This design comes from an exercise in tuning for small area, a short achievable clock period and few clock cycles per item on the open sky130 flow, not from production work. The RTL was checked by simulation tests, not by an equivalence proof against the original design. Power figures rest on the tool's default switching activity, not on a simulated workload.

// ex_stage
module ex_stage
#(
  parameter int unsigned WIDTH = 32
) (
  input  logic             clk,
  input  logic             rst,
  input  logic             in_valid,
  output logic             in_ready,
  input  logic [3:0]       operation,
  input  logic [WIDTH-1:0] op_a,
  input  logic [WIDTH-1:0] op_b,
  input  logic [4:0]       shamt,
  input  logic [4:0]       rd,
  input  logic             reg_write,
  input  logic             stall_in,
  input  logic             flush,
  output logic             out_valid,
  output logic [WIDTH-1:0] result,
  output logic             zero,
  output logic [4:0]       out_rd,
  output logic             out_reg_write,
  output logic             busy
);
Settings: LEC_CHECK=0, ABC_AREA=1, CAP_MARGIN=20, CORE_MARGIN=2, CORE_UTILIZATION=40, CTS_BUF_LIST=sky130_fd_sc_hd__clkbuf_8, GPL_TIMING_DRIVEN=0, SETUP_SLACK_MARGIN=5, SLEW_MARGIN=20, SYNTH_HIERARCHICAL=1; clock period 10.0 ns.
standard.sh (not shown) runs the stock make flow with config.mk's settings and CLKGATE_MAP_FILE= SYNTH_SCRIPT=/design/flow/synth_recipe.tcl, a recipe that flattens the netlist after the stock synthesis.
==> flow/flow/run.sh <==
#!/bin/bash
# The standard layout; the port buffers use the smallest buffer cell
# (every input and output port still gets its own buffer).
set -euo pipefail
bash standard.sh "BUFFER_PORTS_ARGS=-buffer_cell sky130_fd_sc_hd__buf_1" finish > flow_make.log 2>&1
The baseline completed with no timing, DRC or antenna violations.
Testbench counts at the start, summed over its fixed seeds: cycles 13,329, items 12,000.
Next try:
==> flow/flow/run.sh (replaced) <==
#!/bin/bash
# The standard layout with two changes to how it is made:
#  - synthesis maps the logic with flow/abc_area.script (an area-oriented
#    ABC script) in place of ORFS's abc_area.script; everything else in the
#    synthesis, including the registers, is the standard one;
#  - the port buffers use the smallest buffer cell (every input and output
#    port still gets its own buffer).
set -euo pipefail
rm -rf myscripts
cp -r "$FLOW_HOME/scripts" myscripts
cp flow/abc_area.script myscripts/abc_area.script
bash standard.sh "SCRIPTS_DIR=$PWD/myscripts" synth > synth_make.log 2>&1
bash standard.sh "BUFFER_PORTS_ARGS=-buffer_cell sky130_fd_sc_hd__buf_1" finish > flow_make.log 2>&1
==> flow/flow/abc_area.script (new file) <==
strash
&get -n
&st
&dch -f
&nf -a -R 1000
&put
topo
GPL_TIMING_DRIVEN = not set   (was 0)
Worst hold slack gets worse by 0.013 ns.
Total power decreases by 13%.
Clock power increases by 14%.
Setup slack gets worse by 0.69 ns.
Clock skew decreases by 0.0053 ns.
Sequential share of layout area increases by 0.79 points.
Next try:
==> flow/flow/abc_area.script (replaced) <==
strash
dch -f
map -a
topo
dnsize -c
What happened:
- worst hold slack gets better by 0.0090 ns
- design area goes up by a few percent
- power goes up by a few percent
- area after synthesis goes up slightly
- setup slack barely changes
- non-clock buffer count stays the same
- first-iteration DRC count goes down by a few percent
- final cell count goes up by a little under a tenth
- count of clock-buffer cells in the layout goes down by 1
Next try:
==> flow/flow/abc_area.script (replaced) <==
strash
dch
map -a
topo
stime -c
buffer -c
upsize -c
dnsize -c
=> Via count fell slightly. Sequential power went down by a few percent. Clock power goes down by a few percent. Setup slack gains 0.081 ns. Fmax went up slightly. Clock skew came out higher by 0.010 ns. Sequential share of layout area climbs by 0.18 points. Wire length rises by a few percent. Die area goes up by a few percent. Hold slack improved by 0.0059 ns. Combinational power went down by roughly a tenth.
Next try:
==> flow/flow/run.sh (replaced) <==
#!/bin/bash
# The standard layout; the port buffers use the smallest buffer cell
# (every input and output port still gets its own buffer).
set -euo pipefail
bash standard.sh "BUFFER_PORTS_ARGS=-buffer_cell sky130_fd_sc_hd__buf_1" finish > flow_make.log 2>&1
removed: flow/flow/abc_area.script
The new run finished with timing, DRC and antenna clean.
Cell count grows by a few percent.
Setup slack improved by 0.64 ns.
Count of clock-buffer cells in the layout grows by 3.
Power grows slightly.
Via count grows by a few percent.
Routed wire length grows by a few percent.
Maximum frequency grows by roughly a tenth.
Sequential share of layout area shrinks by 0.23 points.

Another version of the RTL of ex_stage (not shown whole).
Size: roughly 2400 cells after synthesis, roughly 160 flip-flops, roughly 20000 um2 of cells after synthesis.
clock: 10.0 ns
lec_check: 0
abc_area: 1
cap_margin: 20
core_margin: 2
core_utilization: 40
cts_buf_list: sky130_fd_sc_hd__clkbuf_8
place_density: 0.72
slew_margin: 20
synth_hierarchical: 1
==> flow/flow/run.sh <==
#!/bin/bash
# The standard layout; the port buffers use the smallest buffer cell
# (every input and output port still gets its own buffer).
set -euo pipefail
bash standard.sh SETUP_SLACK_MARGIN=5.5 "BUFFER_PORTS_ARGS=-buffer_cell sky130_fd_sc_hd__buf_1" finish > flow_make.log 2>&1
The starting point ran to the end with no violations.
Testbench counts at the start, summed over its fixed seeds: cycles 13,329, items 12,000.
Edit:
==> flow/flow/run.sh (replaced) <==
#!/bin/bash
# The standard layout; the port buffers use the smallest buffer cell
# (every input and output port still gets its own buffer).
set -euo pipefail
bash standard.sh "BUFFER_PORTS_ARGS=-buffer_cell sky130_fd_sc_hd__buf_1" finish > flow_make.log 2>&1
--- a/flow/config.mk
+++ b/flow/config.mk
@@ -9,7 +9,7 @@
 export CAP_MARGIN = 20
 export CORE_MARGIN = 2
-export CORE_UTILIZATION = 40
+export CORE_UTILIZATION = 55
 export CTS_BUF_LIST = sky130_fd_sc_hd__clkbuf_8
-export PLACE_DENSITY = 0.72
+export SETUP_SLACK_MARGIN = 5
 export SLEW_MARGIN = 20
 export SYNTH_HIERARCHICAL = 1
=>
- The changed run finished with timing, DRC and antenna clean
- worst setup slack loses 0.50 ns
- power goes down by about 4.5%
- cell area is lower by 10%
- area after synthesis is unchanged
- routed wire length is lower by about 4.6%
- sequential power is higher by about 0.6%
- via count went down by 4.4%
- die area drops by about 27%
- clock-buffer cell count is unchanged
- sequential share of layout area increases by 1.2 points
Edit:
==> flow/flow/run.sh (replaced) <==
#!/bin/bash
# The standard layout, with two changes to how it is made (the clock period
# and constraints are the design's):
#  - the port buffers use the smallest buffer cell (every input and output
#    port still gets its own buffer);
#  - the timing repair aims for a setup margin of 5.25 ns instead of 5.
set -euo pipefail
bash standard.sh SETUP_SLACK_MARGIN=5.25 "BUFFER_PORTS_ARGS=-buffer_cell sky130_fd_sc_hd__buf_1" finish > flow_make.log 2>&1
--- a/flow/config.mk
+++ b/flow/config.mk
@@ -9,7 +9,7 @@
 export CAP_MARGIN = 20
 export CORE_MARGIN = 2
-export CORE_UTILIZATION = 55
+export CORE_UTILIZATION = 40
 export CTS_BUF_LIST = sky130_fd_sc_hd__clkbuf_8
-export SETUP_SLACK_MARGIN = 5
+export PLACE_DENSITY = 0.72
 export SLEW_MARGIN = 20
 export SYNTH_HIERARCHICAL = 1
Critical path depth is lower by 5.
Maximum frequency is higher by 5.3%.
Hold slack barely changes.
Final area increases by 2.7%.
Edit:
==> flow/flow/run.sh (replaced) <==
#!/bin/bash
# The standard layout; the port buffers use the smallest buffer cell
# (every input and output port still gets its own buffer).
set -euo pipefail
bash standard.sh "BUFFER_PORTS_ARGS=-buffer_cell sky130_fd_sc_hd__buf_1" finish > flow_make.log 2>&1
--- a/flow/config.mk
+++ b/flow/config.mk
@@ -12,4 +12,5 @@
 export CTS_BUF_LIST = sky130_fd_sc_hd__clkbuf_8
 export PLACE_DENSITY = 0.72
+export SETUP_SLACK_MARGIN = 5
 export SLEW_MARGIN = 20
 export SYNTH_HIERARCHICAL = 1
Area after synthesis stays the same. Count of clock-buffer cells in the layout does not change. Hold slack hardly moves. Clock power hardly moves. Power is lower by 2.9%. Routed wire length shrinks by 2.3%. Global-route usage drops by 0.73 points. Via count went down by 2.7%. Setup slack degrades by 0.17 ns. Cell count falls by 1.2%. Combinational power came out lower by 3.4%.

[port drivers added, routing unchanged]
In the flow no input, the clock included, has a driving cell. The finished layouts below were timed again as built, in two steps. Step 1: set_driving_cell puts a clkbuf_16 on clk and a buf_2 on each other input, an assumption about the parent block. Step 2, shift: input delay + t, output delay - t, t = (earliest + latest rising clock arrival at the registers) / 2. This alone moves slack from input paths to output paths. Three values: ideal ports, drivers, drivers and shift; two values: the first two.
run	shift t [ns]	setup WS [ns]	latest minus earliest clock arrival (ns)
the first run of note 1	0.553	5.011 / 5.011 / 4.646	0.025 / 0.024
the second run of note 1	0.543	4.320 / 4.277 / 4.685	0.016 / 0.016
the third run of note 1	0.555	4.321 / 4.269 / 4.579	0.015 / 0.014
the fourth run of note 1	0.577	4.403 / 4.352 / 4.621	0.025 / 0.025
the fifth run of note 1	0.556	5.047 / 5.024 / 4.778	0.016 / 0.016
the first run of note 2	0.574	5.499 / 5.450 / 5.038	0.023 / 0.023
the second run of note 2	0.545	4.995 / 4.995 / 4.769	0.033 / 0.032
the third run of note 2	0.544	5.249 / 5.222 / 4.911	0.020 / 0.019
the fourth run of note 2	0.541	5.080 / 5.055 / 4.743	0.020 / 0.020
After both steps setup and hold are still met in every run listed. For the first run of note 2, which loses most, drivers alone change the setup slack by -0.049 ns; drivers and shift together by -0.461 ns.
